From an optimization exercise on the open Yosys and OpenROAD flow, aimed at small area; shortcuts taken in it are not production practice. In this exercise RTL edits were held to simulation tests only and were not proved equivalent to the original. Power is estimated from default activity; no workload was simulated.

## flow/design.v

```verilog
module rf_nand2 (input logic a, b, output logic y);
  assign y = ~(a & b);
endmodule
module rf_nand4 (input logic a, b, c, d, output logic y);
  assign y = ~(a & b & c & d);
endmodule
module rf_nor2 (input logic a, b, output logic y);
  assign y = ~(a | b);
endmodule
module rf_o21ai (input logic a1, a2, b1, output logic y);
  assign y = ~((a1 | a2) & b1);
endmodule
module rf_a222oi (input logic a1, a2, b1, b2, c1, c2, output logic y);
  assign y = ~((a1 & a2) | (b1 & b2) | (c1 & c2));
endmodule
module rf_hold (input logic wr_n, d_n, q, output logic q_next);
  logic g;
  rf_nand2 u_g (.a(wr_n), .b(q), .y(g));
  rf_o21ai u_o (.a1(wr_n), .a2(d_n), .b1(g), .y(q_next));
endmodule
module rf_predec (input logic [4:0] a, output logic [7:0] hi_n, output logic [3:0] lo_n);
  always_comb begin
    for (int h = 0; h < 8; h++) hi_n[h] = (a[4:2] != 3'(h));
    for (int l = 0; l < 4; l++) lo_n[l] = (a[1:0] != 2'(l));
  end
endmodule
module rf_rdbit (input logic [31:1] sel, input logic [31:1] d, output logic y);
  logic [10:0] t;
  logic [1:0]  p;
  logic        q;
  for (genvar g = 0; g < 10; g++) begin : g_aoi
    rf_a222oi u_a (.a1(sel[3*g+1]), .a2(d[3*g+1]),
                   .b1(sel[3*g+2]), .b2(d[3*g+2]),
                   .c1(sel[3*g+3]), .c2(d[3*g+3]), .y(t[g]));
  end
  rf_nand2 u_t10 (.a(sel[31]), .b(d[31]), .y(t[10]));
  rf_nand4 u_p0 (.a(t[0]), .b(t[1]), .c(t[2]),  .d(t[3]), .y(p[0]));
  rf_nand4 u_p1 (.a(t[4]), .b(t[5]), .c(t[6]),  .d(t[7]), .y(p[1]));
  rf_nor2  u_q  (.a(p[0]), .b(p[1]), .y(q));
  rf_nand4 u_y  (.a(q), .b(t[8]), .c(t[9]), .d(t[10]), .y(y));
endmodule
module rv32_register_file #(
  parameter int unsigned DATA_W   = 32,
  parameter int unsigned ADDR_W   = 5,
  parameter int unsigned NUM_REGS = 32
) (
  input  logic              clk,
  input  logic              reset,
  input  logic              reg_file_wr_en,
  input  logic [ADDR_W-1:0] wr_addr,
  input  logic [DATA_W-1:0] data_in,
  input  logic [ADDR_W-1:0] rd_addr_1,
  input  logic [ADDR_W-1:0] rd_addr_2,
  output logic [DATA_W-1:0] rd_data_1,
  output logic [DATA_W-1:0] rd_data_2
);
  localparam int unsigned SEL_GRP  = 8;
  localparam int unsigned DATA_GRP = 16;
  logic [NUM_REGS-1:1][DATA_W-1:0] reg_file;
  logic [NUM_REGS-1:1][DATA_W-1:0] reg_next;
  logic [7:0] wr_hi;
  logic [3:0] wr_lo;
  always_comb begin
    for (int h = 0; h < 8; h++)
      wr_hi[h] = reset | (reg_file_wr_en && (wr_addr[4:2] == 3'(h)));
    for (int l = 0; l < 4; l++)
      wr_lo[l] = reset | (wr_addr[1:0] == 2'(l));
  end
  logic rst_n;
  assign rst_n = ~reset;
  logic [NUM_REGS-1:1][DATA_W/SEL_GRP-1:0] wr_n;
  logic [(NUM_REGS-1)/DATA_GRP:0][DATA_W-1:0] d_n;
  for (genvar i = 1; i < NUM_REGS; i++) begin : g_en
    for (genvar g = 0; g < DATA_W / SEL_GRP; g++) begin : g_grp
      rf_nand2 u_en (.a(wr_hi[i/4]), .b(wr_lo[i%4]), .y(wr_n[i][g]));
    end
  end
  for (genvar c = 0; c <= (NUM_REGS - 1) / DATA_GRP; c++) begin : g_d
    for (genvar b = 0; b < DATA_W; b++) begin : g_bit
      rf_nand2 u_d (.a(data_in[b]), .b(rst_n), .y(d_n[c][b]));
    end
  end
  for (genvar i = 1; i < NUM_REGS; i++) begin : g_reg
    for (genvar b = 0; b < DATA_W; b++) begin : g_bit
      rf_hold u_hold (.wr_n(wr_n[i][b/SEL_GRP]), .d_n(d_n[(i-1)/DATA_GRP][b]),
                      .q(reg_file[i][b]), .q_next(reg_next[i][b]));
    end
  end
  always_ff @(posedge clk) begin
    reg_file <= reg_next;
  end
  localparam int unsigned PRE_GRP = 16;
  logic [DATA_W/PRE_GRP-1:0][7:0] rd_hi_n_1, rd_hi_n_2;
  logic [DATA_W/PRE_GRP-1:0][3:0] rd_lo_n_1, rd_lo_n_2;
  for (genvar p = 0; p < DATA_W / PRE_GRP; p++) begin : g_pre
    rf_predec u_p1 (.a(rd_addr_1), .hi_n(rd_hi_n_1[p]), .lo_n(rd_lo_n_1[p]));
    rf_predec u_p2 (.a(rd_addr_2), .hi_n(rd_hi_n_2[p]), .lo_n(rd_lo_n_2[p]));
  end
  for (genvar g = 0; g < DATA_W / SEL_GRP; g++) begin : g_grp
    logic [NUM_REGS-1:1] sel_1, sel_2;
    for (genvar i = 1; i < NUM_REGS; i++) begin : g_sel
      rf_nor2 u_s1 (.a(rd_hi_n_1[g*SEL_GRP/PRE_GRP][i/4]),
                    .b(rd_lo_n_1[g*SEL_GRP/PRE_GRP][i%4]), .y(sel_1[i]));
      rf_nor2 u_s2 (.a(rd_hi_n_2[g*SEL_GRP/PRE_GRP][i/4]),
                    .b(rd_lo_n_2[g*SEL_GRP/PRE_GRP][i%4]), .y(sel_2[i]));
    end
    for (genvar b = g * SEL_GRP; b < (g + 1) * SEL_GRP; b++) begin : g_rd
      logic [NUM_REGS-1:1] col;
      for (genvar i = 1; i < NUM_REGS; i++) begin : g_col
        assign col[i] = reg_file[i][b];
      end
      rf_rdbit u_rd1 (.sel(sel_1), .d(col), .y(rd_data_1[b]));
      rf_rdbit u_rd2 (.sel(sel_2), .d(col), .y(rd_data_2[b]));
    end
  end
endmodule
```

## flow/flow/run.sh

```bash
#!/bin/bash
# Layout flow: the standard ORFS flow (standard.sh, unchanged synthesis,
# floorplan, power grid and tap cells) with extra ORFS settings:
#  - port buffers are buf_2 cells instead of the delay cells buffer_ports
#    picks on its own;
#  - CTS clusters up to 25 flip-flops (within 100 um) per leaf buffer and inserts no dummy
#    loads.
# The whole make output goes to flow_make.log in the work folder; ORFS keeps
# each step's own log under orfs/logs/.
set -euo pipefail
bash standard.sh \
  "BUFFER_PORTS_ARGS=-buffer_cell sky130_fd_sc_hd__buf_2" \
  "CTS_ARGS=-sink_clustering_enable -repair_clock_nets -dont_use_dummy_load -sink_clustering_size 25 -sink_clustering_max_diameter 100" \
  finish > flow_make.log 2>&1
```

## flow/standard.sh

```bash
#!/bin/bash
# synth_recipe.tcl (not shown) runs the flow's synth.tcl, then flattens the netlist and writes it again
# the make line also repeats each setting of config.mk as NAME=value (left out here)
make -C /OpenROAD-flow-scripts/flow DESIGN_CONFIG=/design/flow/config.mk WORK_HOME=/design/flow/orfs CLKGATE_MAP_FILE= SYNTH_SCRIPT=/design/flow/synth_recipe.tcl "${@:-finish}"
```

## flow/config.mk

```make
export PLATFORM = sky130hd
export DESIGN_NAME = rv32_register_file
export DESIGN_NICKNAME = rv32_register_file
export VERILOG_FILES = /design/flow/design.v
export SDC_FILE = /design/flow/constraint.sdc
export NUM_CORES = 4
export LEC_CHECK = 0
export CAP_MARGIN = 20
export CORE_MARGIN = 2
export CORE_UTILIZATION = 40
export GPL_TIMING_DRIVEN = 0
export SETUP_SLACK_MARGIN = 0.2
export SLEW_MARGIN = 20
export SYNTH_HIERARCHICAL = 1
```

## flow/constraint.sdc

```tcl
create_clock -name core_clock -period 5.0 [get_ports {clk}]
set_input_delay 1.0000 -clock core_clock [delete_from_list [all_inputs] [get_ports {clk}]]
set_output_delay 1.0000 -clock core_clock [all_outputs]
set_load 0.01 [all_outputs]
```

==> impl.org, run 1 <==
** Run status
- Outcome :: finished with violations
- In this run the layout check failures are setup timing.

** Timing
- The number of failing hold endpoints at the final stage came to 0.
- Actual transition at the worst max-transition pin :: 1.14 ns
- Measured against its own limit, the worst slew margin works out to 23.8%.
- The routed design could run at a clock period as short as 5.06 ns.
- The final count of pins violating max slew came to 0.
- Max Fclk :: 0.198 GHz
- Final cycle utilization of the critical path :: 101%
- Unrepaired setup endpoints after global routing :: true
- Setup violations remaining at the end of the flow were counted as 4.
- Clock skew on the completed layout was measured at 0 ns.
- Setup slack after layout :: -0.0574 ns

** Synth
- Of the total synthesized cell area, the portion taken by full adders, half adders and majority gates is 0%.
- After synthesis, the largest family of logic cells by area is compound AO/OA/AOI/OAI gates.
- Sequential area share after synthesis :: 51.3%
- Xor-xnor portion of the synthesized cell area :: 0%
- The Yosys step of the flow raised 8 warnings.
- Synth top area cells :: dfxtp_1 (51%), a222oi_1 (17%), o21ai_1 (13%), nand2_1 (12%), nand4_1 (3.1%)
- The mapped netlist covers 38700 um2.
- Number of unique standard cell types used by synthesis :: 21
- Most area-hungry cell type in the Yosys netlist :: dfxtp_1
- Compound-cell area share of the yosys netlist :: 29.6%
- In this run the biggest area consumer among cell types represents 51.3% of the synthesized area.
- Averaged over all synthesized cells, the footprint is 8.72 um2.
- Synthesized net count :: 4490
- Share of synthesized cell area in and, or, nand and nor gates :: 19.1%
- Synthesis produced a netlist whose cell count is 4440.
- Measured against the total synthesized area, the mux share comes to 0%.
- Post-synthesis sequential element count :: 992

** Global routing
- Pin count of the biggest net entering global routing :: 41
- The number of global-route vias before repair was 34080.
- Summed over all layers, the global routing overflow is 0.
- The first global-routing pass estimated 219 mm of wire.
- Number of antenna violations at the first check in global routing :: 1
- Tot GR Track Use :: 29.0%

** Setup path
- Broken down by cell family, the worst path's largest delay share belongs to simple AND/OR/NAND/NOR gates.
- Required time worst endpoint :: 4.00 ns
- The critical path contains buffers and inverters numbering 2 combined.
- Critical path type :: in2out
- Setup crit start kind :: input port
- On the critical path, the stage with the largest delay is an instance of nand2b_2.
- On the worst path, the slowest cell contributes a delay of 0.75 ns.
- Worst reg-to-reg path cell count :: 2
- Endpoint of the worst register-to-register path :: reg_file[497]$_DFF_P_
- Worst setup slack for register-to-register paths :: 4.34 ns
- The signal on the critical path passes through buf_2 > nand2b_2 > nor2_1 > a222oi_1 > nand4_1 > nor2_1 > nand4_1 > buf_2.
- Along the worst path, the maximum fanout reaches 16.
- The worst setup path is captured at an output pin.
- Worst path arrival time :: 4.06 ns
- Crit Reg-Reg Startpoint :: reg_file[497]$_DFF_P_

** Clock tree
- Hold repair after CTS inserted 0 buffers.
- Later-pin clock latency in the skew report :: 0.64 ns
- TritonCTS clock tree :: yes
- After clock tree synthesis, the clock-pin slew on the worst setup and hold paths is 0.08 ns.
- Maximum level of the CTS H-tree :: 2
- The longest clock path from root to sink contains 3 buffers.
- Buffers inserted during clock tree synthesis total 46.
- The clock net in this run drives a total of 992 sinks.
- Root buf cell :: clkbuf_16

** Job
- Number of max-cap violations :: 0

** Final layout
- Most flops, register :: reg_file
- Synthesis-to-layout area growth :: 9.77%
- The largest registers in the layout are reg_file x992.
- After the last flow step, the layout net total stands at 4664.
- Utilization after layout :: 44.2%
- The register with the most flip-flops in the layout has 992 of them.
- Most frequent cells in the layout :: nand2_1 (1244), o21ai_1 (992), dfxtp_1 (992), a222oi_1 (640), nor2_1 (313)
- In the final layout, the share of cells above drive strength 1 is 4.36%.
- Commonest non-fill, non-tap cell in the layout :: nand2_1
- Filler-free cell count of the finished design :: 5891

** Routing
- Routed length on met2 :: 66.3 mm
- Routed wire length on met3 :: 14.8 mm
- In this run the remaining antenna-violating nets after routing total 0.
- Dividing the detail-routed wire length by the instance count gives 25.6 um.
- Routed metal-1 wirelength :: 62.6 mm
- Residual DRC :: 0
- First-pass detailed-route iteration total :: 13
- The routed layout has 38348 vias.
- Total wire length after detailed routing :: 151 mm
- Vias per cell :: 6.51
- After the first detailed-routing iteration, the DRC count stood at 7395.
- The highest layer touched by signal routing is met4.

** Place
- Detailed placement ended at an HPWL of 103 mm.
- Place WS :: 0.0572 ns
- After detailed placement, the design holds a cell count of 5840.
- At the end of routability-driven placement, the weighted congestion stood at 0.973.
- Input and output buffers added on the ports amount to 112.

** Worst hold path
- Worst Hold Path EP :: reg_file[917]$_DFF_P_
- Worst min-delay path class :: reg2reg
- Startpoint of the worst hold path :: reg_file[917]$_DFF_P_
- Counting instances, the worst hold path has a depth of 2.

** Die
- I/O pin total :: 114
- Initial core utilization :: 40.2%
- Overall die area :: 99400 um2
- The floorplan has 114 rows.
- The die is 315 um tall.
- Core area :: 96300 um2
- The die is 315 um wide.

** Power and ir drop
- Total power per unit cell area :: 375 nW/um2
- For this design the static power due to leakage is 15.0 nW.
- Worst VDD drop :: 293 uV
[report_power, final]
| part | switching (mW) | internal (mW) |
|---|---|---|
| Combinational | 1.53 | 0.673 |
| Clock | 2.55 | 1.65 |
| Sequential | 0.723 | 8.84 |
| Total | 4.79 | 11.2 |
[stage by stage]
| step | TNS [ns] | hold slack, ns | area (um2) | total power, mW |
|---|---|---|---|---|
| finish | -0.115 | 0.466 | 42500 | 16.0 |
| global route | 0 | 0.483 | 42500 | 16.6 |
| CTS | 0 | 0.468 | 42500 | 16.0 |
| detailed placement | 0 | 0.454 | 41300 | 11.9 |
| global placement | -5746.90 | 0.447 | 40900 | 11.8 |
| floorplan | 0 | 0.441 | 38700 | 10.9 |
[routing by layer]
layer,GRT usage [%],up-vias
met5,0,-
met4,12.5,0
met3,4.61,360
met1,39.3,17773
li1,-,18062
met2,45.5,2153
[cells in the mapped netlist (all sizes together)]
master / count
nor2: 313
o21ai: 996
a31o: 4
a21o: 1
nand3: 4
inv: 5
nand2b: 8
nand4: 192
a41o: 3
dfxtp: 992
a222oi: 640
or3b: 12
or3: 4
buf: 1
nand3b: 12
nor2b: 1
or2: 4
nand2: 1248
[per-module statistics from Yosys, one instance, submodules excluded, a selection]
module / flops+latches / cells inside
rf_a222oi: 0 / 1
rf_nand4: 0 / 1
rf_o21ai: 0 / 1
rv32_register_file: 992 / 1012
rf_predec: 0 / 12
rf_nand2: 0 / 1
rf_nor2: 0 / 1
[cell families after synthesis]
logic type      count (synthesis)
simple gates                 1798
compound gates               1644
flops                         992
buf+inv                         6
[layout make-up]
| class | count | area (um2) |
|---|---|---|
| multi-input combinational | 3442 | 19000 |
| inverter | 5 | 21.3 |
| antenna | 3 | 7.51 |
| buffer | 1 | 5.00 |
| sequential | 992 | 19900 |
| clock buffer | 46 | 1150 |
| timing repair buffer | 126 | 918 |
| tap | 1276 | 1600 |
| fill | 9761 | 53800 |
[worst min-delay path, cell delays in order (launching register included)]
cell and delay, ns:
dfxtp_1 0.32, nand2_1 0.05, o21ai_1 0.05
[how the worst max path moves through the flow]
stage / cells past startpoint / from / to
CTS: 8 / rd_addr_1[1] / rd_data_1[10]
finish: 8 / rd_addr_2[1] / rd_data_2[10]
global route: 8 / rd_addr_2[1] / rd_data_2[0]
floorplan: 6 / reset / reg_file[160]$_DFF_P_
detailed placement: 8 / rd_addr_2[0] / rd_data_2[24]
global placement: 6 / reset / reg_file[837]$_DFF_P_
[what timing repair did]
action                     4_1_cts  5_1_grt
setup endpoints to repair       56       25
pin swaps                        0        1
buffers inserted                 0        2
cloned                           0        0
gates resized for setup          4        7
==> run 2, diff against run 1 <==
--- a/flow/config.mk
+++ b/flow/config.mk
@@ -9,5 +9,5 @@
 export CORE_MARGIN = 2
-export CORE_UTILIZATION = 40
+export CORE_UTILIZATION = 55
 export GPL_TIMING_DRIVEN = 0
-export SETUP_SLACK_MARGIN = 0.2
+export SETUP_SLACK_MARGIN = 0.3
 export SLEW_MARGIN = 20
==> run 2 against run 1 <==
Net effect: the run now finishes clean; count of clock-buffer cells in the layout decreased by 1; worst setup slack gained 0.24 ns; synthesized area unchanged; core utilization rose by 16 points; routed wire length is 3.8% lower; largest cell class unchanged; largest power group unchanged.
==> impl.org, run 2 <==
** Global routing
- Pin count of the biggest net entering global routing :: 37
- Met1 Use GR :: 53.8%
- Tot GR Track Use :: 37.7%
- Met3 capacity usage during global routing :: 7.52%
- For met2 alone, demand over resource in global routing was 56.7%.
- In this run the most used layer during global routing was met2.
- The number of global-route vias before repair is 34316.
- Number of antenna violations at the first check in global routing :: 5
- Summed over all layers, the global routing overflow is 0.
- Global-route wire length before repair :: 212 mm

** Die
- In this run the core area contains 97 standard-cell rows.
- Overall die area :: 72600 um2
- The floorplan step set the die height to 269 um.
- The core region is 69900 um2.
- Initial core utilization :: 55.4%
- 114 I/O pins were placed.
- In this run the horizontal extent of the chip is 269 um.

** Routing
- Routed wire per std cell :: 26.1 um
- First-pass detailed-route iteration total :: 14
- After detailed routing, the number of remaining DRC violations is 0.
- The routed design has 145 mm of wire.
- After detailed routing, the number of vias per cell comes to 7.03.
- The first routing iteration left 8653 violations.
- The final route contains 39010 vias.
- Once detail routing completed, the nets flagged for antenna violations numbered 0.

** Place
- Buffers added on ports :: 112
- Gpl congestion :: 0.997
- Number of placed instances, taps included :: 5501
- The wire-length estimate of the detail-placed layout is 98.2 mm.

** Timing
- Remaining max-slew budget at the tightest pin :: 18.5%
- Actual transition at the worst max-transition pin :: 1.22 ns
- The final count of pins violating max slew was 0.
- The number of failing hold endpoints at the final stage came to 0.
- Setup repair after global routing could not meet its margin everywhere.
- The final critical path takes up 96.4% of the cycle.
- Final number of setup-violating endpoints :: 0
- The tightest hold path in the finished design has a slack of 0.468 ns.
- The clock arrives with 0 ns of skew.
- Static timing analysis puts the maximum clock frequency at 0.208 GHz.
- The worst path needs 4.82 ns of the cycle, external delays included.

** Synth
- The synthesized design contains 992 register bits.
- The synthesized netlist devotes 29.6% of its cell area to compound gates.
- The synthesized design contains 0 enable-type register cells.
- nand2_1 is the most common cell in the netlist.
- The synthesized netlist devotes 0% of its cell area to adder and majority cells.
- The number of nets in the synthesized netlist is 4490.
- Most used flip-flop cell after synthesis :: dfxtp_1
- In the synthesized netlist the async set-or-reset flop fraction comes to 0%.
- For this run, the register share of the synthesized area comes to 51.3%.
- For this run, the number of Yosys warnings is 8.
- By area the synthesized netlist is led by dfxtp_1 (51%), a222oi_1 (17%), o21ai_1 (13%), nand2_1 (12%), nand4_1 (3.1%).
- Averaged over all synthesized cells, the footprint is 8.72 um2.
- Top-area cell type share of the netlist area :: 51.3%
- Dominant combinational cell family by area after synthesis :: compound AO/OA/AOI/OAI gates
- Xor-xnor portion of the synthesized cell area :: 0%
- Of the post-synthesis cell area, the part taken by muxes is 0%.
- Most frequent cells after synthesis :: nand2_1 (1248), dfxtp_1 (992), o21ai_1 (992)
- Share of synthesized cell area in and, or, nand and nor gates :: 19.1%
- The synthesized design spends more area on one cell type than any other, namely dfxtp_1.
- Post-synthesis instance area :: 38700 um2
- Number of unique standard cell types used by synthesis :: 21
- Number of standard cells after synthesis :: 4440

** Job
- Number of max-cap violations :: 0

** Setup path
- Together, buffers and inverters on the worst path number 2.
- Required time worst endpoint :: 4.00 ns
- Crit path max fanout :: 16
- By startpoint and endpoint, the worst setup path is classified as in2out.
- Worst Setup End Kind :: output pin
- Walking the worst path, the cells encountered are buf_2 > nand2b_2 > nor2_1 > a222oi_1 > nand4_1 > nor2_1 > nand4_1 > buf_2.
- Setup slack on the worst reg-to-reg path comes out at 4.35 ns.
- Highest cell delay on the worst timing path :: 0.67 ns
- At the worst endpoint, the arrival time is 3.82 ns.
- Largest delay share family, worst path :: simple AND/OR/NAND/NOR gates
- STA classifies the critical path startpoint as an input port.
- Among all stages on the critical path, the largest delay is contributed by nand2b_2.

** Clock tree
- Counting every sink on the clock net gives 992.
- TritonCTS clock tree :: yes
- Counting the buffers created by CTS gives 45.
- The root buffer cell chosen for the clock tree is clkbuf_16.
- Clock-pin slew was measured on the worst setup and hold paths at 0.10 ns.
- Maximum level of the CTS H-tree :: 2
- Max clock buf depth :: 3
- Clock latency on the worst-skew pair, taken at its later pin, is 0.63 ns.

** Run status
- Outcome :: complete, no violations

** Final layout
- In the final layout, the registers with the most flip-flops are reg_file x992.
- Relative to the synthesized area, the layout overhead comes to 8.34%.
- Leaving out fill and tap cells, the most frequent cells in the layout are nand2_1 (1244), o21ai_1 (992), dfxtp_1 (992), a222oi_1 (640), nor2_1 (313).
- Commonest non-fill, non-tap cell in the layout :: nand2_1
- Ranked by flip-flop count, first place goes to reg_file.
- Counting the fill cells in the layout gives 6618.
- Fraction of layout cells with a size suffix above 1 :: 4.30%
- At the end of the flow, the number of nets in the layout was 4660.
- The register with the most flip-flops in the layout has 992 of them.
- Filler-free cell count of the finished design :: 5549
- Utilization after layout :: 60.0%

** Power and ir drop
- Summed over all cells, the static leakage comes to 15.0 nW.
- Switching power as a share of total power :: 29.9%
- The share of total power dissipated in combinational logic is 13.7%.
- Internal power comes to 11.1 mW.
- In this run the power density over the cells is 378 nW/um2.
- Summed over all nets, the switching power comes to 4.75 mW.
- In this run, the clock network consumes 26.1% of the power.
- Sequential cells account for 60.3% of the total power.
- VDD sags by at most 287 uV.

** Worst hold path
- The min-delay analysis places its worst path in the category reg2reg.
run 2: cell count changes in the layout (fill, tap and decap cells not counted), sizes merged:
| cell | before | now |
|---|---|---|
| diode | 3 | 1 |
| buf | 127 | 124 |
| clkbuf | 46 | 45 |
run 2: power by group through the flow:
stage	clock [mW]	combinational, mW	sequential, mW
6_report	4.14	2.17	9.57
5_1_grt	4.44	2.36	9.68
4_1_cts	4.19	2.09	9.53
3_3_place_gp	0	2.03	9.68
2_1_floorplan	0	1.34	9.52
3_5_place_dp	0	2.09	9.71
run 2: worst paths after layout:
| check | cells past startpoint | end | startpoint |
|---|---|---|---|
| setup / recovery | 8 | rd_data_2[23] | rd_addr_2[0] |
| hold / removal | 2 | reg_file[815]$_DFF_P_ | reg_file[815]$_DFF_P_ |
| setup reg to reg | 2 | reg_file[556]$_DFF_P_ | reg_file[556]$_DFF_P_ |
| hold reg to reg | 2 | reg_file[815]$_DFF_P_ | reg_file[815]$_DFF_P_ |
run 2: stage by stage:
step / TNS (ns) / cell area [um2] / worst slack (ns) / total power [mW]
after floorplan: 0 / 38700 / 0.785 / 10.9
after global placement: -4770.99 / 40500 / -5.18 / 11.7
after detailed placement: -0.236 / 40800 / -0.108 / 11.8
after CTS: 0 / 41900 / 0.337 / 15.8
after global routing: 0 / 42000 / 0.258 / 16.5
final: 0 / 42000 / 0.181 / 15.9
run 2: layout make-up:
cell class	count	area [um2]	share of cell area (%)
flip-flops and latches	992	19900	47.3
diodes	1	2.50	0.00596
plain buffers	1	5.00	0.0119
inverters	5	21.3	0.0507
multi-input cells	3442	19000	45.2
repair buffers	123	796	1.90
well taps	940	1180	2.80
clock buffers	45	1130	2.68
run 2: logic make-up after synthesis:
logic type,after synthesis
AOI/OAI and AO/OA,1644
and+or+nand+nor,1798
buffers and inverters,6
DFF,992
run 2: worst reg2reg max path, stage by stage (launching register included):
cell	delay (ns)
dfxtp_1	0.41
nand2_1	0.08
o21ai_1	0.09
run 2: routing by layer:
| metal | share of wire [%] | vias up | routed length, um |
|---|---|---|---|
| met4 | 4.0 | 8 | 5870 |
| li1 | - | 18078 | - |
| met5 | 0.034 | - | 50 |
| met2 | 43 | 2535 | 61900 |
| met3 | 13 | 368 | 18300 |
| met1 | 41 | 18021 | 59000 |
run 2: repair_timing:
action                     in CTS  in global routing
setup buffers                   0                  2
pin swaps                       0                  1
hold buffers                    0                  0
setup endpoints to repair      60                 14
resized for setup               6                 12
run 2: per-module statistics from Yosys, one instance, submodules excluded, a selection:
module / cells inside / flops+latches / copies in the design / area [um2]
rf_nand2: 1 / 0 / 1244 / 3.75
rf_nand4: 1 / 0 / 192 / 6.26
rf_nor2: 1 / 0 / 312 / 3.75
rf_a222oi: 1 / 0 / 640 / 10.0
rf_o21ai: 1 / 0 / 992 / 5.00
rf_predec: 12 / 0 / 4 / 82.6
rv32_register_file: 1012 / 992 / 1 / 20000
==> run 3, diff against run 2 <==
==> flow/flow/run.sh (replaced) <==
#!/bin/bash
# Layout flow: the standard ORFS flow (standard.sh, unchanged synthesis,
# floorplan, power grid and tap cells) with extra ORFS settings:
#  - every port is buffered: inputs with buf_2, outputs with buf_1 (flow/ports.tcl),
#    instead of the delay cells buffer_ports picks on its own;
#  - CTS clusters up to 16 flip-flops (within 100 um) per clkbuf_8 leaf buffer
#    and inserts no dummy loads.
# The whole make output goes to flow_make.log in the work folder; ORFS keeps
# each step's own log under orfs/logs/.
set -euo pipefail
bash standard.sh \
  "PRE_GLOBAL_PLACE_TCL=$PWD/flow/ports.tcl" \
  "BUFFER_PORTS_ARGS=-inputs -buffer_cell sky130_fd_sc_hd__buf_2" \
  "CTS_ARGS=-sink_clustering_enable -repair_clock_nets -dont_use_dummy_load -sink_clustering_size 16 -sink_clustering_max_diameter 100 -sink_clustering_buffer sky130_fd_sc_hd__clkbuf_8" \
  finish > flow_make.log 2>&1
==> flow/flow/ports.tcl (new file) <==
# Run before global placement (PRE_GLOBAL_PLACE_TCL): buffer every output
# port with a buf_1; the inputs get buf_2 buffers from the standard
# buffer_ports call that follows (BUFFER_PORTS_ARGS -inputs).
buffer_ports -outputs -buffer_cell sky130_fd_sc_hd__buf_1
==> run 3 against run 2 <==
Net effect: still clean on timing, DRC and antenna; fmax hardly changed; synthesized cell count did not move; via count about the same; critical endpoint is now rd_data_2[0]; largest power group unchanged.
==> impl.org, run 3 <==
** Synth
- Summing the areas of all compound-gate instances in the mapped netlist gives 29.6% of the synthesized area.
- Sequential cells were found to cover 51.3% of the synthesized design area.
- Most area-hungry cell type in the Yosys netlist :: dfxtp_1
- After synthesis, the share of cell area in mux cells is 0%.
- Adder-cell share of the synthesized area :: 0%
- The number of different library cells used by synthesis comes to 21.
- The synthesized netlist devotes 0% of its cell area to XOR and XNOR gates.
- Number of standard cells after synthesis :: 4440
- The synthesized netlist devotes 19.1% of its cell area to simple gates.
- FFs w/ async S/R, synth :: 0%
- Top-area cell type share of the netlist area :: 51.3%
- Dominant combinational cell family by area after synthesis :: compound AO/OA/AOI/OAI gates
- The most used flip-flop cell after synthesis is dfxtp_1.
- Averaged over all synthesized cells, the footprint is 8.72 um2.
- Most frequent cells after synthesis :: nand2_1 (1248), dfxtp_1 (992), o21ai_1 (992)
- Post-synthesis sequential element count :: 992
- Most repeated cell in the gate-level netlist after synthesis :: nand2_1
- Yosys Warn Count :: 8
- Post-synthesis instance area :: 38700 um2
- Number of enable-type register cells in the synthesized netlist :: 0
- Synthesized net count :: 4490
- Synth top area cells :: dfxtp_1 (51%), a222oi_1 (17%), o21ai_1 (13%), nand2_1 (12%), nand4_1 (3.1%)

** Final layout
- N_diodes :: 0
- Number of nets in the finished design :: 4691
- Synthesis-to-layout area growth :: 8.15%
- Commonest non-fill, non-tap cell in the layout :: nand2_1
- Ranked by flip-flop count, first place goes to reg_file.
- Largest regs :: reg_file x992
- Cells with a size suffix above 1 make up 3.58% of the layout.
- The register with the most flip-flops in the layout has 992 of them.
- The library cells used most frequently in the layout, excluding fill and tap cells, are nand2_1 (1244), o21ai_1 (992), dfxtp_1 (992), a222oi_1 (640), nor2_1 (313).

** Timing
- At the pin with the least slew margin, the transition time is 1.24 ns.
- Count of endpoints failing hold in the final timing report :: 0
- For the final database, setup skew stands at 0 ns.
- Remaining max-slew budget at the tightest pin :: 17.5%
- The worst path needs 4.82 ns of the cycle, external delays included.
- Final number of setup-violating endpoints :: 0
- The final count of pins violating max slew was 0.
- Static timing analysis puts the maximum clock frequency at 0.208 GHz.
- In the final timing run, aggregate negative setup slack is 0 ns.
- Setup repair after global routing could not meet its margin everywhere.
- Final cycle utilization of the critical path :: 96.3%

** Power and ir drop
- Reported net switching power :: 4.77 mW
- The share of total power dissipated in sequential elements is 61.0%.
- Worst VDD drop :: 314 uV
- Cell internal power was estimated by the tool at 10.9 mW.
- Leak :: 14.8 nW
- Clock share of power :: 25.4%
- Per report_power, the combinational group accounts for 13.7% of the total.
- Switching power as a share of total power :: 30.4%
- The completed layout was analyzed and its total power is 15.7 mW.
- For this design the ratio of total power to cell area is 375 nW/um2.

** Routing
- Routed wire per std cell :: 26.1 um
- The detailed router used layers up to and including met5.
- 1st-iter DRT viols :: 8609
- After detailed routing, the number of vias per cell comes to 6.99.
- Routed metal-1 wirelength :: 59.4 mm
- Total wire length after detailed routing :: 146 mm
- Detailed routing placed a total of 18.2 mm of wire on met3.
- Total vias in the final route :: 38984
- Routed length on met2 :: 60.9 mm
- First-pass detailed-route iteration total :: 13
- Number of nets still failing antenna checks after routing :: 0
- For this run, design rule violations remaining after detail routing come to 0.

** Worst hold path
- Worst min-delay path class :: reg2reg
- The startpoint identified for the worst hold timing path is reg_file[898]$_DFF_P_.
- The worst hold path passes through 2 cells.
- The worst hold path terminates at reg_file[898]$_DFF_P_.

** Run status
- The run finished with no timing, DRC or antenna violations.

** Setup path
- The setup check on the worst reg-to-reg path leaves a slack of 4.33 ns.
- Endpoint of the worst register-to-register path :: reg_file[226]$_DFF_P_
- At the worst endpoint, the required time is 4.00 ns.
- The startpoint identified for the worst register-to-register timing path is reg_file[226]$_DFF_P_.
- Worst path arrival time :: 3.82 ns
- On the critical path, the stage with the largest delay is an instance of a222oi_1.
- On the worst path, the slowest cell contributes a delay of 0.69 ns.
- The critical path is of the in2out type.
- Traced cell by cell, the critical path runs through buf_2 > or2_2 > nor2_1 > a222oi_1 > nand4_1 > nor2_1 > nand4_1 > buf_1.
- STA classifies the critical path startpoint as an input port.
- Worst reg-to-reg path cell count :: 2
- STA classifies the critical path endpoint as an output pin.
- In this run the worst path has a maximum fanout of 14.

** Clock tree
- The clock drives 992 sinks.
- Max clock buf depth :: 3
- Hold repair after CTS inserted 0 buffers.
- TritonCTS built the clock tree.
- Total clock buffers created by CTS :: 71
- After clock tree synthesis, the clock-pin slew on the worst setup and hold paths is 0.10 ns.
- For the worst-skew pair, the clock arrives at the later sink with an insertion delay of 0.61 ns.
- Root buf cell :: clkbuf_16
- The clock tree synthesis step divided the H-tree into 3 levels.

** Place
- The congestion estimate from routability-driven global placement came to 0.961.
- Buffers placed on the I/O ports in this run total 112.
- Summed over all nets, the half-perimeter wirelength after detailed placement is 99.3 mm.

** Die
- The floorplan step set the die width to 269 um.
- DIE HEIGHT :: 269 um
- The floorplan has 97 rows.
- Once the floorplan was initialized, standard cells occupied 55.4% of the core.
- The core region is 69900 um2.
- The die covers 72600 um2.
- In this run the count of I/O pins placed on the die edge is 114.

** Global routing
- Global route total overflow :: 0
- Pin count of the biggest net entering global routing :: 37
- Tot GR Track Use :: 38.4%
- Vias in the first global route :: 35090
- Number of antenna violations at the first check in global routing :: 4
- The first global-routing pass estimated 215 mm of wire.

** Job
- Max-cap violations in this run came to 0.
[run 3: metal layers]
layer / vias up / track usage [%]
li1: 18095 / -
met1: 18008 / 53.9
met2: 2425 / 56.6
met3: 448 / 8.61
met4: 8 / 17.3
met5: - / 0
[run 3: cell type report]
class	count	area (um2)
fill	6630	28000
sequential	992	19900
multi-input combinational	3442	19000
tap	940	1180
clock buffer	71	1080
timing repair buffer	128	766
inverter	5	21.3
buffer	1	5.00
[run 3: through the flow]
stage / setup WS [ns] / instances / hold WS, ns / area, um2 / util [%]
2_1_floorplan: 0.785 / 4440 / 0.441 / 38700 / -
3_3_place_gp: -5.38 / 5492 / 0.448 / 40400 / 57.8
3_5_place_dp: -0.105 / 5501 / 0.454 / 40700 / 58.2
4_1_cts: 0.349 / 5572 / 0.468 / 41800 / 59.8
5_1_grt: 0.240 / 5579 / 0.483 / 41900 / 59.9
6_report: 0.183 / 5579 / 0.467 / 41900 / 59.9
[run 3: logic make-up after synthesis]
logic type	count (synthesis)
AOI/OAI and AO/OA	1644
DFF	992
buffers and inverters	6
and+or+nand+nor	1798
[run 3: critical path: cells and delay by family]
family          cells  cell delay [ns]
simple gates        5             1.63
compound gates      1             0.69
buf+inv             2             0.47
[run 3: Yosys stat by module (local to each module, per instance), a selection]
module	area (um2)	cells
rf_o21ai	5.00	1
rv32_register_file	20000	1012
rf_nor2	3.75	1
rf_nand4	6.26	1
rf_a222oi	10.0	1
rf_nand2	3.75	1
[run 3: worst max-delay path by stage]
stage / from / end / cells past startpoint
4_1_cts: rd_addr_1[1] / rd_data_1[0] / 8
6_report: rd_addr_2[1] / rd_data_2[0] / 8
2_1_floorplan: reset / reg_file[160]$_DFF_P_ / 6
3_5_place_dp: rd_addr_1[1] / rd_data_1[0] / 8
5_1_grt: rd_addr_1[1] / rd_data_1[0] / 8
3_3_place_gp: reset / reg_file[966]$_DFF_P_ / 6
[run 3: power by group through the flow]
| stage | clock [mW] | combinational [mW] | sequential [mW] |
|---|---|---|---|
| floorplan | 0 | 1.34 | 9.52 |
| global placement | 0 | 2.01 | 9.68 |
| detailed placement | 0 | 2.07 | 9.72 |
| CTS | 4.06 | 2.07 | 9.54 |
| global route | 4.35 | 2.35 | 9.68 |
| finish | 3.99 | 2.15 | 9.58 |
[run 3: what timing repair did]
action,4_1_cts,5_1_grt
setup endpoints to repair,52,11
gates resized for setup,6,13
pin swaps,0,2
cloned,0,0
buffers inserted,0,7
==> run 4, diff against run 3 <==
--- a/flow/config.mk
+++ b/flow/config.mk
@@ -7,3 +7,3 @@
 export LEC_CHECK = 0
-export CAP_MARGIN = 20
+export CAP_MARGIN = 0
 export CORE_MARGIN = 2
@@ -12,3 +12,3 @@
 export SETUP_SLACK_MARGIN = 0.3
-export SLEW_MARGIN = 20
+export SLEW_MARGIN = 0
 export SYNTH_HIERARCHICAL = 1
==> run 4 against run 3 <==
Net effect: still clean; worst hold slack better by 0.00080 ns; via count is 0.24% lower; core utilization is 0.15 points lower; worst setup slack better by 0.0060 ns; sequential cell count stayed put; fmax is 0.12% higher; count of clock-buffer cells in the layout stayed put; global-route usage is 0.20 points lower; critical path type unchanged.
==> impl.org, run 4 <==
** Timing
- Actual transition at the worst max-transition pin :: 1.45 ns
- Final setup skew :: 0 ns
- Worst Hold Margin :: 0.468 ns
- The worst pin sits at a relative slew slack of 3.20%.
- Unrepaired setup endpoints after global routing :: true
- Final total negative setup slack :: 0 ns
- Static timing analysis puts the maximum clock frequency at 0.208 GHz.
- Final cycle utilization of the critical path :: 96.2%
- The number of failing hold endpoints at the final stage came to 0.
- Max Transition Viols Final :: 0
- Setup violations remaining at the end of the flow were counted as 0.
- Setup slack after layout :: 0.189 ns
- Final period demand of the worst path :: 4.81 ns

** Setup path
- The startpoint identified for the worst register-to-register timing path is reg_file[481]$_DFF_P_.
- Worst reg-to-reg path cell count :: 2
- At the worst endpoint, the arrival time is 3.81 ns.
- The worst setup path is of the in2out kind.
- Crit path max fanout :: 16
- Setup crit start kind :: input port
- In this run the critical register-to-register path is captured at reg_file[481]$_DFF_P_.
- Required time worst endpoint :: 4.00 ns
- Worst Setup End Kind :: output pin
- Worst setup slack for register-to-register paths :: 4.34 ns

** Synth
- Xor-xnor portion of the synthesized cell area :: 0%
- Synthesis produced 4440 cells.
- Adder-cell share of the synthesized area :: 0%
- Most used flip-flop cell after synthesis :: dfxtp_1
- In the synthesized netlist the async set-or-reset flop fraction comes to 0%.
- Top-area cell type share of the netlist area :: 51.3%
- Summing the areas of all compound-gate instances in the mapped netlist gives 29.6% of the synthesized area.
- Sorting the synthesized cells by how often they occur yields nand2_1 (1248), dfxtp_1 (992), o21ai_1 (992).
- Summing the sequential cell areas from Yosys gives 51.3% of the chip area.
- After synthesis, the netlist uses 21 different library cells.
- Synth top area cells :: dfxtp_1 (51%), a222oi_1 (17%), o21ai_1 (13%), nand2_1 (12%), nand4_1 (3.1%)
- Of the post-synthesis cell area, the part taken by muxes is 0%.
- Post-synthesis instance area :: 38700 um2
- In the post-synthesis netlist, the cell with the most instances is nand2_1.
- The synthesized netlist devotes 19.1% of its cell area to simple gates.
- Post-synthesis sequential element count :: 992
- After synthesis, the largest family of logic cells by area is compound AO/OA/AOI/OAI gates.
- Most area-hungry cell type in the Yosys netlist :: dfxtp_1
- Number of enable-type register cells in the synthesized netlist :: 0
- Synthesized net count :: 4490
- Mapped Avg Cell Area :: 8.72 um2
- Yosys Warn Count :: 8

** Job
- Max-cap violations in this run came to 0.

** Die
- The core region is 69900 um2.
- Pin placement for this block handled 114 I/O pins.
- The initial utilization of the core area, before any placement, comes to 55.4%.
- Standard-cell rows :: 97
- The floorplan step defined a die boundary enclosing 72600 um2.
- DIE HEIGHT :: 269 um
- Chip width :: 269 um

** Routing
- Routed wire length on met3 :: 18.3 mm
- Dividing the detail-routed wire length by the instance count gives 26.1 um.
- The highest metal layer carrying signal wires in the routed design is met5.
- Total vias in the final route :: 38891
- For this block, wires on met1 add up to 59.5 mm.
- First-pass detailed-route iteration total :: 13
- After detailed routing, the number of vias per cell comes to 6.98.
- Residual DRC :: 0
- The first routing iteration left 8367 violations.
- Number of nets still failing antenna checks after routing :: 0
- Wires add up to 146 mm.
- After detailed routing, the met2 layer carries 61.1 mm of wire.

** Global routing
- Number of antenna violations at the first check in global routing :: 4
- Global-route wire length before repair :: 214 mm
- For this run the aggregate overflow at the end of global routing stands at 0.
- Across every metal layer, demand over resource in global routing totals 38.2%.
- Entering global routing, the biggest net connects 69 pins.
- Vias in the first global route :: 34773

** Final layout
- In the final design database the tool counted 4686 nets.
- reg_file holds more flip-flops than any other register.
- In the final layout, the registers with the most flip-flops are reg_file x992.
- In the layout the commonest cells are nand2_1 (1244), o21ai_1 (992), dfxtp_1 (992), a222oi_1 (640), nor2_1 (313).
- The register with the most flip-flops in the layout has 992 of them.
- N_diodes :: 0
- Cell area after layout :: 41800 um2
- Filler instances :: 6648
- From synthesis to final layout, the design area changed by 7.88%.
- Fraction of layout cells with a size suffix above 1 :: 3.39%
- Commonest non-fill, non-tap cell in the layout :: nand2_1

** Power and ir drop
- Power spread over the standard cell area amounts to 375 nW/um2.
- Worst VDD drop :: 275 uV
- Leak :: 14.7 nW
- Overall power of the completed layout :: 15.7 mW

** Clock tree
- Maximum level of the CTS H-tree :: 3
- Total clock buffers created by CTS :: 71
- CTS placed an instance of clkbuf_16 at the clock tree root.
- The longest clock path from root to sink contains 3 buffers.
- TritonCTS built the clock tree.
- Hold-fix buffer count after cts :: 0
- Clock transition at the registers of the reported paths :: 0.10 ns
- Clock Sinks :: 992
- The clock reaches the later pin of the worst-skew pair after 0.60 ns.

** Worst hold path
- The worst hold path begins at reg_file[437]$_DFF_P_.
- Worst min-delay path class :: reg2reg
- Worst hold stages :: 2
- For hold timing, the worst endpoint is reg_file[437]$_DFF_P_.

** Place
- The HPWL after detailed placement is 99.0 mm.
- The congestion estimate from routability-driven global placement came to 0.961.
- Place WS :: -0.111 ns
- Cell area after placement :: 40600 um2
- Buffers placed on the I/O ports in this run total 112.

** Run status
- Outcome :: complete, no violations
[run 4: cell types whose count changed in the layout (fill, tap and decap cells not counted), moves of 2 or more]
cell	before	now
a41o_1	0	2
a41o_2	3	1
buf_16	7	4
buf_4	7	5
[run 4: worst max-delay path, stage by stage]
cell	delay [ns]
buf_2	0.19
nand2_2	0.53
nor2_1	0.32
a222oi_1	0.80
nand4_1	0.20
nor2_1	0.26
nand4_1	0.28
buf_1	0.22
[run 4: worst max-delay path by stage]
stage / start / to / slack [ns] / cells after the start
final: rd_addr_2[0] / rd_data_2[0] / 0.19 / 8
after global routing: rd_addr_1[2] / rd_data_1[1] / 0.29 / 8
after CTS: rd_addr_2[1] / rd_data_2[0] / 0.36 / 8
after detailed placement: rd_addr_2[0] / rd_data_2[0] / -0.11 / 8
after global placement: reset / reg_file[966]$_DFF_P_ / -5.38 / 6
after floorplan: reset / reg_file[160]$_DFF_P_ / 0.78 / 6
[run 4: cells by family after synthesis]
kind of cell | after synthesis
buffers and inverters | 6
and+or+nand+nor | 1798
AOI/OAI and AO/OA | 1644
DFF | 992
[run 4: report_power, final]
part           switching (mW)  leakage [nW]  internal, mW
registers               0.735          8.24          8.84
clock network            2.53         0.557          1.45
logic                    1.50          5.91         0.633
[run 4: Yosys stat by module (local to each module, per instance), excerpt]
module,flops+latches,cells inside
rv32_register_file,992,1012
rf_nor2,0,1
rf_nand4,0,1
rf_nand2,0,1
rf_o21ai,0,1
rf_predec,0,12
rf_a222oi,0,1
[run 4: timing repair]
action / 4_1_cts / 5_1_grt
resized for setup: 12 / 12
setup endpoints to repair: 64 / 13
buffers inserted: 0 / 5
gates cloned: 0 / 0
pin swaps: 0 / 3
[run 4: area by class of cell]
| type | instances | area [um2] | share of cell area, % |
|---|---|---|---|
| Multi-Input combinational cell | 3442 | 19000 | 45.4 |
| Sequential cell | 992 | 19900 | 47.5 |
| Clock buffer | 71 | 1080 | 2.58 |
| Tap cell | 940 | 1180 | 2.81 |
| Inverter | 5 | 21.3 | 0.0509 |
| Timing Repair Buffer | 123 | 668 | 1.60 |
| Buffer | 1 | 5.00 | 0.0120 |
[run 4: per-layer routing]
metal | global-route usage, % | vias up
met5 | 0 | -
met4 | 15.6 | 8
met3 | 8.05 | 437
met2 | 56.7 | 2446
met1 | 54.2 | 17902
li1 | - | 18098
[run 4: per-stage QoR]
step           instances  util, %
2_1_floorplan       4440        -
3_3_place_gp        5492     57.8
3_5_place_dp        5498     58.1
4_1_cts             5569     59.7
5_1_grt             5574     59.8
6_report            5574     59.8
==> run 5, diff against run 4 <==
--- a/flow/design.v
+++ b/flow/design.v
@@ -57,3 +57,4 @@
   localparam int unsigned SEL_GRP  = 8;
-  localparam int unsigned DATA_GRP = 16;
+  localparam int unsigned WEN_GRP  = 16;
+  localparam int unsigned DATA_GRP = 32;
   logic [NUM_REGS-1:1][DATA_W-1:0] reg_file;
@@ -70,6 +71,6 @@
   assign rst_n = ~reset;
-  logic [NUM_REGS-1:1][DATA_W/SEL_GRP-1:0] wr_n;
+  logic [NUM_REGS-1:1][DATA_W/WEN_GRP-1:0] wr_n;
   logic [(NUM_REGS-1)/DATA_GRP:0][DATA_W-1:0] d_n;
   for (genvar i = 1; i < NUM_REGS; i++) begin : g_en
-    for (genvar g = 0; g < DATA_W / SEL_GRP; g++) begin : g_grp
+    for (genvar g = 0; g < DATA_W / WEN_GRP; g++) begin : g_grp
       rf_nand2 u_en (.a(wr_hi[i/4]), .b(wr_lo[i%4]), .y(wr_n[i][g]));
@@ -84,3 +85,3 @@
     for (genvar b = 0; b < DATA_W; b++) begin : g_bit
-      rf_hold u_hold (.wr_n(wr_n[i][b/SEL_GRP]), .d_n(d_n[(i-1)/DATA_GRP][b]),
+      rf_hold u_hold (.wr_n(wr_n[i][b/WEN_GRP]), .d_n(d_n[(i-1)/DATA_GRP][b]),
                       .q(reg_file[i][b]), .q_next(reg_next[i][b]));
--- a/flow/config.mk
+++ b/flow/config.mk
@@ -7,3 +7,3 @@
 export LEC_CHECK = 0
-export CAP_MARGIN = 0
+export CAP_MARGIN = 20
 export CORE_MARGIN = 2
@@ -12,3 +12,3 @@
 export SETUP_SLACK_MARGIN = 0.3
-export SLEW_MARGIN = 0
+export SLEW_MARGIN = 20
 export SYNTH_HIERARCHICAL = 1
==> run 5 against run 4 <==
Net effect: still clean on timing, DRC and antenna; die area down 0.90%; final cell count fell by 0.86%; register-to-register slack barely moved; clock power hardly changed; synthesized area shrank 0.91%; first-iteration DRC count rose by 2.8%; critical path type unchanged.
==> impl.org, run 5 <==
** Clock tree
- For this design, the sink count on the clock tree is 992.
- Maximum level of the CTS H-tree :: 3
- TritonCTS clock tree :: yes
- Hold-fix buffer count after cts :: 0
- Clock-pin slew was measured on the worst setup and hold paths at 0.09 ns.
- The number of clock buffers added by TritonCTS is 71.
- The later pin in the worst-skew pair is clocked with a latency of 0.60 ns.
- CTS placed an instance of clkbuf_16 at the clock tree root.
- Max clock buf depth :: 3

** Global routing
- The number of global-route vias before repair is 33634.
- The first global-routing pass estimated 216 mm of wire.
- Tot GR Track Use :: 39.9%
- Number of antenna violations at the first check in global routing :: 6
- Fraction of met2 tracks used by global routing :: 58.5%
- For this run, global-route usage on met3 was measured as 11.5%.
- After global routing, the most crowded layer is met2.
- Met1 Use GR :: 55.6%
- Global route total overflow :: 0
- Pin count of the biggest net entering global routing :: 37

** Final layout
- Number of nets in the finished design :: 4644
- The largest registers in the layout are reg_file x992.
- The finished cells cover 42300 um2.
- More flip-flops sit in one register than any other, and that register is reg_file.
- Compared with the post-synthesis result, the final layout area differs by 10.3%.
- The filler cells instantiated in the layout total 6330.
- The register with the most flip-flops in the layout has 992 of them.
- Commonest non-fill, non-tap cell in the layout :: nand2_1
- Storage element area :: 19900 um2
- In the final layout, the share of cells above drive strength 1 is 6.90%.
- Area of the multi-input gates :: 18900 um2
- In the layout the commonest cells are nand2_1 (1064), o21ai_1 (992), dfxtp_1 (992), a222oi_1 (640), nor2_1 (295).

** Routing
- After detailed routing, the number of vias per cell comes to 7.02.
- Routed wire per std cell :: 27.1 um
- Residual DRC :: 0
- 1st-iter DRT viols :: 8602
- Number of nets still failing antenna checks after routing :: 0
- First-pass detailed-route iteration total :: 13
- Detailed routing inserted a total of 38779 vias.
- Total wire length after detailed routing :: 150 mm

** Synth
- Number of enable-type register cells in the synthesized netlist :: 0
- Most area-hungry cell type in the Yosys netlist :: dfxtp_1
- Summing every instance area after synthesis gives 38400 um2.
- In this run the biggest area consumer among cell types represents 51.7% of the synthesized area.
- Most frequent cells after synthesis :: nand2_1 (1154), dfxtp_1 (992), o21ai_1 (992)
- Synthesis inferred 992 register bits.
- Mapped Avg Cell Area :: 8.83 um2
- Yosys mapped the design onto 21 distinct sky130hd cell types.
- The Yosys step of the flow raised 8 warnings.
- After synthesis, flip-flops and latches occupy 51.7% of the total area.
- Most repeated cell in the gate-level netlist after synthesis :: nand2_1
- Synthesized net count :: 4396
- The cell count after synthesis came out at 4346.
- By area the synthesized netlist is led by dfxtp_1 (52%), a222oi_1 (17%), o21ai_1 (13%), nand2_1 (11%), nand4_1 (3.1%).
- After synthesis, the share of flip-flops with an asynchronous set or reset is 0%.
- In the synthesized netlist the dominant register cell turns out to be dfxtp_1.

** Die
- DIE HEIGHT :: 268 um
- The floorplan step defined a die boundary enclosing 71900 um2.
- Initial core utilization :: 55.8%
- Row generation in the floorplan step produced 96 rows.
- I/O pin total :: 114
- Core area :: 68800 um2
- The floorplan step set the die width to 268 um.

** Power and ir drop
- Overall power of the completed layout :: 15.8 mW
- Total power per unit cell area :: 374 nW/um2
- VDD sags by at most 313 uV.
- Summed over all cells, the static leakage comes to 14.8 nW.

** Setup path
- Critical path type :: in2out
- Worst path arrival time :: 3.93 ns
- The critical path ends at rd_data_1[23].
- Crit Reg-Reg Startpoint :: reg_file[457]$_DFF_P_
- Endpoint of the worst register-to-register path :: reg_file[457]$_DFF_P_
- Along the worst path, the maximum fanout reaches 16.
- STA classifies the critical path startpoint as an input port.
- For the worst flop-to-flop path, the logic depth is 2.
- Critical Path Source :: rd_addr_1[3]
- Required time worst endpoint :: 4.00 ns
- Worst setup slack for register-to-register paths :: 4.34 ns
- The worst setup path is captured at an output pin.

** Place
- Gpl congestion :: 1.04
- Place WS :: -0.456 ns
- The placed instances occupy a cell area of 40600 um2.
- DPL Wire Length :: 99.2 mm
- During placement, the flow inserted port buffers numbering 112.

** Timing
- Counting I/O delays and the setup requirement, the final critical path takes 4.93 ns.
- Remaining max-slew budget at the tightest pin :: 27.7%
- Unrepaired setup endpoints after global routing :: true
- Actual transition at the worst max-transition pin :: 1.08 ns
- Count of endpoints failing hold in the final timing report :: 0
- Final setup skew :: 0 ns
- For the final routed database, the setup TNS stands at 0 ns.
- Final cycle utilization of the critical path :: 98.6%
- Max Transition Viols Final :: 0
- Max Fclk :: 0.203 GHz
- Final number of setup-violating endpoints :: 0
- Hold is met by 0.467 ns.
- In the post-route analysis, the smallest setup slack over all paths is 0.0696 ns.

** Run status
- Outcome :: complete, no violations

** Worst hold path
- The min-delay analysis places its worst path in the category reg2reg.

** Job
- The tool flagged a number of max-cap violations equal to 0.
==> run 5: area by class of cell <==
cell class	count	area share [%]
Tap cell	931	2.75
Timing Repair Buffer	175	3.03
Multi-Input combinational cell	3348	44.7
Sequential cell	992	46.9
Clock buffer	71	2.55
Inverter	5	0.0473
Buffer	1	0.0118
Antenna cell	3	0.0177
==> run 5: timing repair <==
action / CTS / global route
pin swaps: 9 / 17
resized for setup: 37 / 39
setup buffers: 34 / 14
endpoints found under the setup margin: 64 / 19
==> run 5: cells by family after synthesis <==
group | Yosys count | synth area share, %
and+or+nand+nor | 1704 | 18.3
AOI/OAI and AO/OA | 1644 | 29.9
DFF | 992 | 51.7
buffers and inverters | 6 | 0.0619
==> run 5: how the worst min path moves through the flow <==
stage / startpoint / end / slack (ns) / depth (start not counted)
floorplan: reg_file[128]$_DFF_P_ / reg_file[128]$_DFF_P_ / 0.44 / 2
global placement: reg_file[830]$_DFF_P_ / reg_file[830]$_DFF_P_ / 0.45 / 2
detailed placement: reg_file[830]$_DFF_P_ / reg_file[830]$_DFF_P_ / 0.45 / 2
CTS: reg_file[803]$_DFF_P_ / reg_file[803]$_DFF_P_ / 0.47 / 2
global route: reg_file[351]$_DFF_P_ / reg_file[351]$_DFF_P_ / 0.48 / 2
finish: reg_file[820]$_DFF_P_ / reg_file[820]$_DFF_P_ / 0.47 / 2
==> run 5: routing by layer <==
metal / share of wire [%] / wire length (um) / up-vias
li1: - / - / 17910
met1: 41 / 60900 / 17975
met2: 42 / 62900 / 2478
met3: 13 / 19200 / 406
met4: 4.4 / 6630 / 10
met5: 0.045 / 67 / -
==> run 5: modules after synthesis, one instance, submodules excluded, a selection <==
| module | copies in the design | cell area, um2 |
|---|---|---|
| rv32_register_file | 1 | 20000 |
| rf_nor2 | 312 | 3.75 |
| rf_predec | 4 | 82.6 |
| rf_nand2 | 1150 | 3.75 |
| rf_nand4 | 192 | 6.26 |
| rf_a222oi | 640 | 10.0 |
| rf_o21ai | 992 | 5.00 |
==> run 5: critical path: stages <==
cell      delay [ns]
buf_6           0.19
nand3b_1        0.13
buf_4           0.18
nor2_2          0.11
a222oi_1        0.58
nand4_1         0.52
nor2_2          0.27
nand4_1         0.56
buf_2           0.36
==> run 5: report_power, final <==
| group | internal, mW | switching [mW] | leakage [nW] |
|---|---|---|---|
| combinational | 0.680 | 1.59 | 6.02 |
| clock | 1.45 | 2.56 | 0.557 |
| sequential | 8.84 | 0.717 | 8.24 |
==> run 5: per-stage QoR <==
stage / std cells / util, %
finish: 5526 / 61.5
CTS: 5506 / 61.1
floorplan: 4346 / -
global placement: 5389 / 58.2
global route: 5524 / 61.5
detailed placement: 5401 / 58.9
==> run 6, diff against run 5 <==
--- a/flow/design.v
+++ b/flow/design.v
@@ -57,4 +57,3 @@
   localparam int unsigned SEL_GRP  = 8;
-  localparam int unsigned WEN_GRP  = 16;
-  localparam int unsigned DATA_GRP = 32;
+  localparam int unsigned DATA_GRP = 16;
   logic [NUM_REGS-1:1][DATA_W-1:0] reg_file;
@@ -71,6 +70,6 @@
   assign rst_n = ~reset;
-  logic [NUM_REGS-1:1][DATA_W/WEN_GRP-1:0] wr_n;
+  logic [NUM_REGS-1:1][DATA_W/SEL_GRP-1:0] wr_n;
   logic [(NUM_REGS-1)/DATA_GRP:0][DATA_W-1:0] d_n;
   for (genvar i = 1; i < NUM_REGS; i++) begin : g_en
-    for (genvar g = 0; g < DATA_W / WEN_GRP; g++) begin : g_grp
+    for (genvar g = 0; g < DATA_W / SEL_GRP; g++) begin : g_grp
       rf_nand2 u_en (.a(wr_hi[i/4]), .b(wr_lo[i%4]), .y(wr_n[i][g]));
@@ -85,3 +84,3 @@
     for (genvar b = 0; b < DATA_W; b++) begin : g_bit
-      rf_hold u_hold (.wr_n(wr_n[i][b/WEN_GRP]), .d_n(d_n[(i-1)/DATA_GRP][b]),
+      rf_hold u_hold (.wr_n(wr_n[i][b/SEL_GRP]), .d_n(d_n[(i-1)/DATA_GRP][b]),
                       .q(reg_file[i][b]), .q_next(reg_next[i][b]));
==> flow/flow/run.sh (replaced) <==
#!/bin/bash
# Layout flow: the standard ORFS flow (standard.sh, unchanged synthesis,
# floorplan, power grid and tap cells) with extra ORFS settings:
#  - every input and output port is buffered with a buf_1, instead of the
#    delay cells buffer_ports picks on its own;
#  - CTS clusters up to 16 flip-flops (within 100 um) per clkbuf_8 leaf buffer
#    and inserts no dummy loads.
# The whole make output goes to flow_make.log in the work folder; ORFS keeps
# each step's own log under orfs/logs/.
set -euo pipefail
bash standard.sh \
  "BUFFER_PORTS_ARGS=-buffer_cell sky130_fd_sc_hd__buf_1" \
  "CTS_ARGS=-sink_clustering_enable -repair_clock_nets -dont_use_dummy_load -sink_clustering_size 16 -sink_clustering_max_diameter 100 -sink_clustering_buffer sky130_fd_sc_hd__clkbuf_8" \
  finish > flow_make.log 2>&1
--- a/flow/config.mk
+++ b/flow/config.mk
@@ -7,8 +7,8 @@
 export LEC_CHECK = 0
-export CAP_MARGIN = 20
+export CAP_MARGIN = 0
 export CORE_MARGIN = 2
 export CORE_UTILIZATION = 55
-export GPL_TIMING_DRIVEN = 0
+export GPL_TIMING_DRIVEN = 1
 export SETUP_SLACK_MARGIN = 0.3
-export SLEW_MARGIN = 20
+export SLEW_MARGIN = 0
 export SYNTH_HIERARCHICAL = 1
removed: flow/flow/ports.tcl
==> run 6 against run 5 <==
Net effect: final area down 0.76%; die area rose by 0.91%; worst hold slack is essentially flat; sequential cell count unchanged; core utilization decreased by 1.4 points; global-route usage shrank 0.94 points; via count is 1.8% higher; non-clock buffer count increased by 12; register-to-register slack worse by 0.03 ns; highest routed layer unchanged.
==> impl.org, run 6 <==
** Synth
- Share of synthesized cell area in and, or, nand and nor gates :: 19.1%
- Sequential area share after synthesis :: 51.3%
- The synthesized design spends more area on one cell type than any other, namely dfxtp_1.
- Summing the areas of all xor and xnor instances in the mapped netlist gives 0% of the synthesized area.
- Synthesized net count :: 4490
- Portion of netlist area occupied by mux cells :: 0%
- Post-synthesis sequential element count :: 992
- In the synthesized netlist the async set-or-reset flop fraction comes to 0%.
- Mapped Avg Cell Area :: 8.72 um2
- Most used flip-flop cell after synthesis :: dfxtp_1
- Yosys printed 8 warnings.
- The mapped netlist covers 38700 um2.
- Number of enable-type register cells in the synthesized netlist :: 0
- After Yosys synthesis, full adders, half adders and majority gates account for 0% of the synthesized area.
- nand2_1 is the most common cell in the netlist.
- By area, the combinational part of the netlist is dominated by compound AO/OA/AOI/OAI gates.
- Number of standard cells after synthesis :: 4440
- Synth top area cells :: dfxtp_1 (51%), a222oi_1 (17%), o21ai_1 (13%), nand2_1 (12%), nand4_1 (3.1%)
- Number of unique standard cell types used by synthesis :: 21
- Top-area cell type share of the netlist area :: 51.3%
- Compound-cell area share of the yosys netlist :: 29.6%
- The commonest cells after synthesis are nand2_1 (1248), dfxtp_1 (992), o21ai_1 (992).

** Timing
- After layout, the worst path uses 95.1% of the clock period.
- Final period demand of the worst path :: 4.75 ns
- Hold is met by 0.467 ns.
- Setup repair after global routing left no endpoint under its margin.
- Clock skew on the completed layout was measured at 0 ns.
- Actual transition at the worst max-transition pin :: 1.29 ns
- Based on the critical path, the design can be clocked at up to 0.210 GHz.
- Remaining max-slew budget at the tightest pin :: 14.2%
- The final count of pins violating max slew is 0.
- Count of endpoints failing hold in the final timing report :: 0
- Final total negative setup slack :: 0 ns
- Final number of setup-violating endpoints :: 0

** Clock tree
- Max clock buf depth :: 3
- Clock Sinks :: 992
- Later-pin clock latency in the skew report :: 0.60 ns
- Total clock buffers created by CTS :: 71
- After clock tree synthesis, the clock-pin slew on the worst setup and hold paths is 0.09 ns.
- CTS placed an instance of clkbuf_16 at the clock tree root.
- Hold repair after CTS inserted 0 buffers.
- The H-tree generated during clock tree synthesis spans 3 levels.
- TritonCTS clock tree :: yes

** Final layout
- Largest regs :: reg_file x992
- N_diodes :: 0
- Most flops, register :: reg_file
- The area growth from synthesis to layout is 8.48%.
- The net count of the finished layout is 4750.
- Leaving out fill and tap cells, the most frequent cells in the layout are nand2_1 (1248), o21ai_1 (992), dfxtp_1 (992), a222oi_1 (640), nor2_1 (313).
- Commonest non-fill, non-tap cell in the layout :: nand2_1
- Fraction of layout cells with a size suffix above 1 :: 3.38%
- The register with the most flip-flops in the layout has 992 of them.
- Cell area after layout :: 42000 um2

** Power and ir drop
- The clock network burns 25.5% of the power.
- Leak :: 14.8 nW
- Worst VDD drop :: 281 uV
- In this run the power spent charging and discharging nets is 4.82 mW.
- The design draws 15.7 mW.
- Internal power comes to 10.9 mW.
- Net switching is 30.6% of the power.
- Power spread over the standard cell area amounts to 375 nW/um2.
- Proportion of power drawn by combinational gates :: 13.5%
- Fraction of power consumed by sequential logic :: 61.1%

** Routing
- Number of nets still failing antenna checks after routing :: 0
- Routed wire per std cell :: 26.3 um
- Residual DRC :: 0
- Before antenna repair, the detailed router went through 14 iterations.
- Total wire length after detailed routing :: 148 mm
- After detailed routing, the number of vias per cell comes to 7.00.
- 1st-iter DRT viols :: 8443
- Across all layers, the routed design uses 39481 vias.

** Global routing
- Vias in the first global route :: 35180
- Global routing used 39.0% of the available tracks.
- The first global-routing pass estimated 219 mm of wire.
- Entering global routing, the biggest net connects 49 pins.
- The total overflow left after global routing is 0.
- Number of antenna violations at the first check in global routing :: 1

** Setup path
- The worst register-to-register path has a setup slack of 4.31 ns.
- Crit path max fanout :: 16
- STA classifies the critical path startpoint as an input port.
- The critical path goes through buf_1 > nand2b_1 > buf_4 > nor2_1 > a222oi_1 > nand4_1 > nor2_1 > nand4_1 > buf_1.
- Critical path type :: in2out
- Worst path arrival time :: 3.75 ns
- For this run, the slowest stage of the critical path takes 0.71 ns.
- On the critical path, the stage with the largest delay is an instance of a222oi_1.
- The worst setup path is captured at an output pin.
- STA puts the critical path data required time at 4.00 ns.

** Job
- The tool flagged a number of max-cap violations equal to 0.

** Place
- Gpl congestion :: 1.01
- Input and output buffers added on the ports amount to 113.
- DPL Wire Length :: 103 mm
- Cell area after placement :: 40900 um2

** Die
- Initial core utilization :: 55.4%
- Standard-cell rows :: 97
- The floorplan step defined a die boundary enclosing 72600 um2.
- The die is 269 um wide.
- The floorplan step set the die height to 269 um.
- Core area :: 69900 um2
- In this run the count of I/O pins placed on the die edge is 114.

** Run status
- Outcome :: complete, no violations

** Worst hold path
- In this run the worst hold path is classified as reg2reg.
-- run 6: area by class of cell --
type | instances | area (um2)
inverters | 5 | 18.8
repair buffers | 188 | 987
well taps | 940 | 1180
flip-flops and latches | 992 | 19900
multi-input cells | 3442 | 18900
clock buffers | 71 | 1080
fillers | 6532 | 27900
-- run 6: worst max-delay path, delay by kind of cell --
| family | cells | cell delay [ns] |
|---|---|---|
| simple gates | 5 | 1.28 |
| buf+inv | 3 | 0.74 |
| compound gates | 1 | 0.71 |
-- run 6: final timing paths --
path	from	end	depth (start not counted)
worst max-delay path	rd_addr_2[0]	rd_data_2[14]	9
worst min-delay path	reg_file[348]$_DFF_P_	reg_file[348]$_DFF_P_	2
worst max register to register	reg_file[107]$_DFF_P_	reg_file[107]$_DFF_P_	2
worst min register to register	reg_file[348]$_DFF_P_	reg_file[348]$_DFF_P_	2
-- run 6: power by group through the flow --
stage,combinational [mW],clock (mW),sequential [mW]
3_3_place_gp,2.00,0,9.73
3_5_place_dp,2.06,0,9.75
4_1_cts,2.06,4.06,9.58
2_1_floorplan,1.34,0,9.52
6_report,2.12,4.01,9.62
5_1_grt,2.33,4.32,9.72
-- run 6: cells by family (layout without fill, tap and decap cells) --
family	Yosys count	in the layout
buffers and inverters	6	264
and+or+nand+nor	1798	1798
DFF	992	992
AOI/OAI and AO/OA	1644	1644
-- run 6: modules after synthesis (local to each module, per instance), a selection --
module | cells | cell area, um2 | flops+latches | copies in the design
rf_o21ai | 1 | 5.00 | 0 | 992
rf_nand2 | 1 | 3.75 | 0 | 1244
rv32_register_file | 1012 | 20000 | 992 | 1
rf_nand4 | 1 | 6.26 | 0 | 192
rf_a222oi | 1 | 10.0 | 0 | 640
rf_predec | 12 | 82.6 | 0 | 4
rf_nor2 | 1 | 3.75 | 0 | 312
-- run 6: per-stage QoR --
step	std cells	setup WS, ns	utilization (%)
finish	5638	0.247	60.1
global route	5638	0.306	60.1
CTS	5636	0.470	60.1
detailed placement	5565	0.475	58.5
global placement	5565	0.514	58.5
floorplan	4440	0.785	-
-- run 6: what timing repair did --
item,4_1_cts,5_1_grt
resized for setup,0,1
setup endpoints to repair,0,1
buffers inserted,0,2
-- run 6: metal layers --
metal | share of wire [%] | vias to the layer above | global-route usage (%)
li1 | - | 18161 | -
met1 | 41 | 18252 | 55.2
met2 | 43 | 2649 | 58.6
met3 | 12 | 417 | 7.35
met4 | 4.6 | 2 | 16.1
met5 | 0.0088 | - | 0

## port drivers added, routing unchanged
How much do the figures lean on ideal ports? The routed layouts below were timed once more, with nothing changed but the port constraints. Step 1 assumes that a clkbuf_16 drives the clock port and a buf_2 every other input. Step 2 also shifts input and output timing later by t, the mid clock arrival at the registers, as if the neighbouring blocks saw the same clock. Three values: no drivers, after step 1, after step 2; two values: the first two.
run	shift t [ns]	setup WS [ns]	cell pins on the clock port's net
run 1	0.700	-0.057 / -0.083 / -0.083	1
run 2	0.691	0.181 / 0.108 / 0.108	1
run 3	0.678	0.183 / 0.105 / 0.105	1
run 4	0.670	0.189 / 0.131 / 0.131	1
run 5	0.685	0.070 / 0.033 / 0.033	1
run 6	0.683	0.247 / 0.177 / 0.177	1
The setup slack of run 3, which loses most, moves by -0.078 ns with the drivers and by -0.078 ns with both steps.
